Background: an optimization exercise with open tools, aiming at small area, a short achievable clock period and few clock cycles. Do not read the settings as production practice.
Function was checked by simulation only, so behaviour that the tests miss may differ from the original.
No activity file was given, so power comes from the tool's default toggle rates.

<file path="run.sh">
#!/bin/bash
# synth_recipe.tcl (not shown) runs the flow's synth.tcl, then flattens the netlist and writes it again
# the make line also repeats each setting of config.mk as NAME=value (left out here)
make -C /OpenROAD-flow-scripts/flow DESIGN_CONFIG=/design/flow/config.mk WORK_HOME=/design/flow/orfs CLKGATE_MAP_FILE= SYNTH_SCRIPT=/design/flow/synth_recipe.tcl finish
</file>
<file path="config.mk">
export PLATFORM = sky130hd
export DESIGN_NAME = icache_dm
export DESIGN_NICKNAME = icache_dm
export VERILOG_FILES = /design/flow/design.v
export SDC_FILE = /design/flow/constraint.sdc
export NUM_CORES = 4
export LEC_CHECK = 0
export CAP_MARGIN = 20
export CORE_MARGIN = 2
export CORE_UTILIZATION = 40
export SETUP_SLACK_MARGIN = 1.5
export SLEW_MARGIN = 20
</file>
<file path="design.v">
module icache_dm #(
    parameter int NUM_LINES = 64
) (
    input  logic        clk,
    input  logic        reset,
    input  logic [31:0] ifetch,
    input  logic [31:0] instraddress,
    input  logic        iready,
    output logic [31:0] instruction,
    output logic        hit,
    output logic        miss,
    output logic [31:0] fetchaddr
);
    localparam int INDEX_W  = $clog2(NUM_LINES);
    localparam int TAG_W    = 30 - INDEX_W;
    localparam int PF_AHEAD = 32;    
    localparam int PF_KEEP  = 64;    
    localparam int DW       = 10;    
    logic [NUM_LINES-1:0] valid;
    logic [TAG_W-1:0]     tag_array  [NUM_LINES];
    logic [31:0]          data_array [NUM_LINES];
    logic                 busy;       
    logic [29:0]          out_addr;   
    logic [29:0]          pf_ptr;     
    logic [29:0]          next_addr;  
    logic [29:0]          addr;
    logic [INDEX_W-1:0]   cur_index;
    logic [TAG_W-1:0]     cur_tag;
    logic [INDEX_W-1:0]   out_index;
    logic                 present;
    logic                 answer;
    logic                 bypass;
    logic                 lookup_hit;
    logic                 mem_free;
    logic                 seq;
    logic                 demand;
    logic [29:0]          pf_eff;
    logic                 pf_want;
    logic                 pf_skip;
    logic                 unused_offset;
    assign addr       = instraddress[31:2];
    assign cur_index  = addr[INDEX_W-1:0];
    assign cur_tag    = addr[29:INDEX_W];
    assign out_index  = out_addr[INDEX_W-1:0];
    assign answer     = busy && iready;
    assign bypass     = answer && (out_addr == addr);
    assign mem_free   = !busy || iready;
    assign unused_offset = ^instraddress[1:0];
    logic [7:0]           dec_lo, dec_hi;
    logic [NUM_LINES-1:0] sel;
    logic [31:0]          rd_data;
    logic [TAG_W-1:0]     rd_tag;
    logic                 rd_valid;
    always_comb begin
        for (int k = 0; k < 8; k++) begin
            dec_lo[k] = (cur_index[2:0] == 3'(k));
            dec_hi[k] = (cur_index[5:3] == 3'(k));
        end
        for (int i = 0; i < NUM_LINES; i++)
            sel[i] = dec_hi[i / 8] & dec_lo[i % 8];
        rd_data  = '0;
        rd_tag   = '0;
        rd_valid = 1'b0;
        for (int i = 0; i < NUM_LINES; i++) begin
            rd_data  = rd_data  | (data_array[i] & {32{sel[i]}});
            rd_tag   = rd_tag   | (tag_array[i]  & {TAG_W{sel[i]}});
            rd_valid = rd_valid | (valid[i] & sel[i]);
        end
    end
    assign present = rd_valid && (rd_tag == cur_tag);
    assign lookup_hit = present || bypass;
    assign seq     = hit && (addr == next_addr);
    assign demand  = !seq && !bypass;
    logic [DW-1:0] dist_s, dist_b;
    logic          restart_s, restart_b, want_s, want_b;
    logic [29:0]   eff_s, eff_b, eff1_s, eff1_b, pf_next;
    assign dist_s    = pf_ptr[DW-1:0] - next_addr[DW-1:0];
    assign dist_b    = pf_ptr[DW-1:0] - out_addr[DW-1:0];
    assign restart_s = dist_s > DW'(PF_KEEP);
    assign restart_b = dist_b > DW'(PF_KEEP);
    assign want_s    = restart_s || (dist_s <= DW'(PF_AHEAD));
    assign want_b    = restart_b || (dist_b <= DW'(PF_AHEAD));
    assign eff_s     = restart_s ? next_addr + 30'd1 : pf_ptr;
    assign eff_b     = restart_b ? out_addr + 30'd1 : pf_ptr;
    assign eff1_s    = restart_s ? next_addr + 30'd2 : pf_ptr + 30'd1;
    assign eff1_b    = restart_b ? out_addr + 30'd2 : pf_ptr + 30'd1;
    assign pf_eff  = seq ? eff_s : eff_b;
    assign pf_want = seq ? want_s : want_b;
    assign pf_next = seq ? (want_s ? eff1_s : eff_s) : (want_b ? eff1_b : eff_b);
    assign pf_skip = seq ? (!restart_s && dist_s == '0 && present)
                         : (!restart_b && dist_b == '0);
    assign fetchaddr = {out_addr, 2'b00};
    always_ff @(posedge clk) begin
        instruction <= bypass ? ifetch : rd_data;
        next_addr   <= addr + 30'd1;
    end
    always_ff @(posedge clk) begin
        if (answer && !reset) begin
            data_array[out_index] <= ifetch;
            tag_array[out_index]  <= out_addr[29:INDEX_W];
        end
    end
    always_ff @(posedge clk) begin
        if (reset) begin
            valid    <= '0;
            busy     <= 1'b0;
            hit      <= 1'b0;
            miss     <= 1'b0;
            out_addr <= '0;
            pf_ptr   <= '0;
        end else begin
            hit <= lookup_hit;
            if (answer) valid[out_index] <= 1'b1;
            if (mem_free) begin
                if (demand) begin
                    busy     <= !lookup_hit;
                    miss     <= !lookup_hit;
                    out_addr <= addr;
                    pf_ptr   <= addr + 30'd1;
                end else begin
                    busy     <= pf_want && !pf_skip;
                    miss     <= pf_want && !pf_skip;
                    out_addr <= pf_eff;
                    pf_ptr   <= pf_next;
                end
            end
        end
    end
endmodule
</file>
<file path="constraint.sdc">
create_clock -name core_clock -period 5.0 [get_ports {clk}]
set_input_delay 1.0000 -clock core_clock [delete_from_list [all_inputs] [get_ports {clk}]]
set_output_delay 1.0000 -clock core_clock [all_outputs]
set_load 0.01 [all_outputs]
</file>
==> run notes <==
==> metrics by stage <==
stage               setup TNS, ps  instances  hold WS [ps]  setup WS (ps)
floorplan                       0       9523         428.5           1210
global placement           -11350      14860         439.8          -1822
detailed placement         -10060      14860         453.4          -1440
CTS                             0      15610         398.9          994.8
global route                    0      15710         342.0          891.2
finish                          0      15720         354.4          887.8
==> final cells by class <==
type | count | share of cell area (%)
clock buffer | 467 | 5.644
tap | 4794 | 3.357
sequential | 3772 | 62.38
clock inverter | 219 | 1.090
inverter | 39 | 0.09104
multi-input combinational | 5029 | 19.44
antenna | 17 | 0.02381
timing repair buffer | 1381 | 7.973
==> repair_timing <==
action                     CTS  global route
pin swaps                   80           168
buffers inserted            54            86
resized for setup          286           274
gates cloned                 8             7
setup endpoints to repair  103           393
==> state kept, by name (all words and copies together), names as in the netlist <==
| name | count |
|---|---|
| busy | 1 |
| pf_ptr | 30 |
| next_addr | 30 |
| instruction | 32 |
| tag_array | 1536 |
| out_addr | 30 |
| data_array | 2048 |
| valid | 64 |
| hit | 1 |
==> kinds of logic (layout without fill, tap and decap cells) <==
| group | after synthesis | count (layout) |
|---|---|---|
| xor gates and xnor gates | 262 | 262 |
| DFF | 3772 | 3772 |
| muxes | 102 | 102 |
| adders and majority gates | 38 | 38 |
| other | 1 | 19 |
| buffers and inverters | 724 | 2106 |
| and+or+nand+nor | 2751 | 2753 |
| AOI/OAI and AO/OA | 1872 | 1872 |
==> routing by layer <==
metal / share of wire, % / track usage, % / vias up
met5: 0.018 / 0 / -
met4: 7.2 / 18.93 / 16
met2: 44 / 49.23 / 9380
met1: 35 / 43.53 / 53360
li1: - / - / 40410
met3: 14 / 7.782 / 1842
==> worst max-delay path: stages <==
cell	delay, ps
buf_12	120
buf_6	110
buf_6	110
ha_4	170
ha_4	220
and4b_2	270
buf_4	130
buf_4	190
a221oi_1	310
and3_1	360
nand4_1	400
or3_1	450
a2111oi_1	470
nand4_1	200
o21bai_1	220
a21oi_1	100
==> power by group through the flow <==
stage	clock network [mW]	registers [mW]	logic, mW
floorplan	0	35.6	1.39
global placement	0	35.6	3.61
detailed placement	0	35.6	3.65
CTS	28.2	34.9	3.95
global route	29.4	34.9	4.44
finish	28.2	34.9	4.37
==> cell usage in the layout, fill, tap and decap left out, types with 143 or more instances in the layout <==
cell       netlist  final
a21oi_1        161    147
a22oi_1       1073   1047
buf_12           0    239
buf_4            8    934
clkbuf_16        0    391
dfxtp_1        188    152
edfxtp_1      3584   3584
nand2_1        563    555
nand3_1        899    885
nand4_1        367    367
nor2_1         348    232
xnor2_1        145    143
==> final timing paths <==
kind / startpoint / slack (ps) / to
worst min register to register: valid[13] / 470 / valid[13]
worst max register to register: pf_ptr[0] / 1450 / pf_ptr[18]
worst min-delay path: instraddress[2] / 350 / next_addr[0]
worst max-delay path: instraddress[3] / 890 / busy
==> summary.md <==
| Metric | Value |
|---|---|
| Clock buffer count from CTS | ~380 |
| Synth cell types | 90 |
| WP data arrival | around 5000 ps |
| Startpoint type of the worst setup path | input port |
| Boundary pin count | 133 |
| Synth top area cells | edfxtp_1 74%, a22oi_1 5.5%, nand3_1 3.1%, dfxtp_1 2.6%, nand4_1 1.6% |
| DR vias/cell | 6.681 |
| Total gr overflow | 0 |
| LEAKAGE | 59.61 nW |
| Tightest Pin Transition | 1225 ps |
| Via count | approximately 110k |
| Post-synthesis mux area share | less than 1% |
| Per-cell routed wire length | approximately 40 um |
| # DRC | 0 |
| CP Capture Type | register |
| Vias in the first global route | just under 100k |
| Gate power share | under 10% |
| Die W | a little over 600 um |
| Worst relative slew slack | between 10% and 20% |
| Synth Area in Simple Gates | 9.606% |
| Synth top cells by count | 3584 x edfxtp_1, 1073 x a22oi_1, 899 x nand3_1, 563 x nand2_1, 476 x clkbuf_1 |
| Clock Power Share | between 40% and 50% |
| XOR/XNOR Fraction of Synth Area | around 1.6% |
| Setup violations, final | 0 |
| CP Class | input port to register |
| Slew Limit Fails | 0 |
| Flop and latch count out of synthesis | between 3000 and 4000 |
| RSZ-0062 raised after global routing | true |
| Die height | 607.9 um |
| Core area | around 360000 um^2 |
| Sequential fraction of the synthesis area | roughly three quarters |
| Period minus WS final | between 4000 and 5000 ps |
| Hold Crit Class | input port to register |
| EDFF count, synth | 3584 |
| Synth area leader | edfxtp_1 |
| Site Rows | between 200 and 250 |
| Largest net degree at the start of global routing | about 100 |
| DP Area | approximately 160000 um^2 |
| Initial antenna violation count | 33 |
| Clock Latency Late Sink | about 950 ps |
| Post-detail-place hpwl | 377.4 mm |
| Post-layout power | ~68 mW |
| PwrDens | roughly 380 nW/um^2 |
| Synth Area in Adders | less than 1% |
| Design Area, Final | between 150000 and 200000 um^2 |
| Multi-input gate area | 34730 um^2 |
| Worst vdd ir | 0.3597 mV |
| Worst-path clk slew | ~60 ps |
| First-pass GRT wire length | around 840 mm |
| Period Utilization, post-route | 82.24% |
| Worst endpoint required time | ~5800 ps |
| Detailed Route WL | around 630 mm |
| RD Place Congestion | roughly 0.97 |
| Most frequent cell after synthesis | edfxtp_1 |
| Part of the power in registers | just over 50% |
| Root buf cell | clkbuf_16 |
| Clock skew | approximately 50 ps |
| Port-buffer cells | between 100 and 150 |
| Ys async rst share | 0% |
| CTS HTree Levels | 5 |
| Layout cells sized above 1 | a little over a fifth |
| Endpoints failing hold | 0 |
| Mapped Cells | approximately 9500 |
| Synth top area share | 73.78% |
| Internal | 52.02 mW |
| CTS tree | done |
| Starting DRT DRC Count | slightly above 20000 |
| Number of max-cap violations | 0 |
| Sw power | 15.48 mW |
| CTS Buffer Depth | 4 |
| Hold depth | 2 |
| Nets | between 10000 and 15000 |
| Ys flop type | edfxtp_1 |
| Avg Inst Size Synth | about 15 um^2 |
| F_max | ~240 MHz |
| Crit Path Max Fanout | 12 |
| Number of synthesis warnings | 1 |
| Effective utilization at floorplan | approximately 40% |
| DR pass1 iterations | 8 |
| Mapped Area | between 100000 and 150000 um^2 |
| Seq. cell area | around 110000 um^2 |
| Die area | approximately 370000 um^2 |
| Area fraction in compound gates after synthesis | a little under a tenth |
| CTS sink cnt | 3772 |
| R2r worst-path depth | 15 |
| Tot GR Track Use | between 30% and 40% |
| Fillers | 30360 |
| Status | complete, no violations |
| Hold Buf Count CTS | 0 |
| Detail Route Antenna Nets | 0 |
| Finished Core Util | about half |
| Main combinational cell family by area after synthesis | simple AND/OR/NAND/NOR gates |
| Switching share of power | 22.93% |
| Area delta synth->final | 22.49% |
Testbench counts, summed over its fixed seeds: cycles 38,060.

==> port drivers added, routing unchanged <==
How much do the figures lean on ideal ports? The routed layout below was timed once more, with nothing changed but the port constraints.
Step 1 assumes that a clkbuf_16 drives the clock port and a buf_2 every other input.
Step 2 times the ports against the registers' clock, not the clock port: input delays grow and output delays shrink by t, the midpoint of the rising clock arrivals with the driver on.
Three values: ideal, step 1, step 2; two values: the first two.
t (ns): 1.031
setup WS [ns]: 0.888 / 0.955 / -0.077
worst data-port slew with drivers (ns): 0.14
pins driven straight from the clock port: 1
Met with ideal ports but missed after step 2: setup timing in this run. For this run, drivers alone change the setup slack by +0.067 ns; drivers and shift together by -0.965 ns.
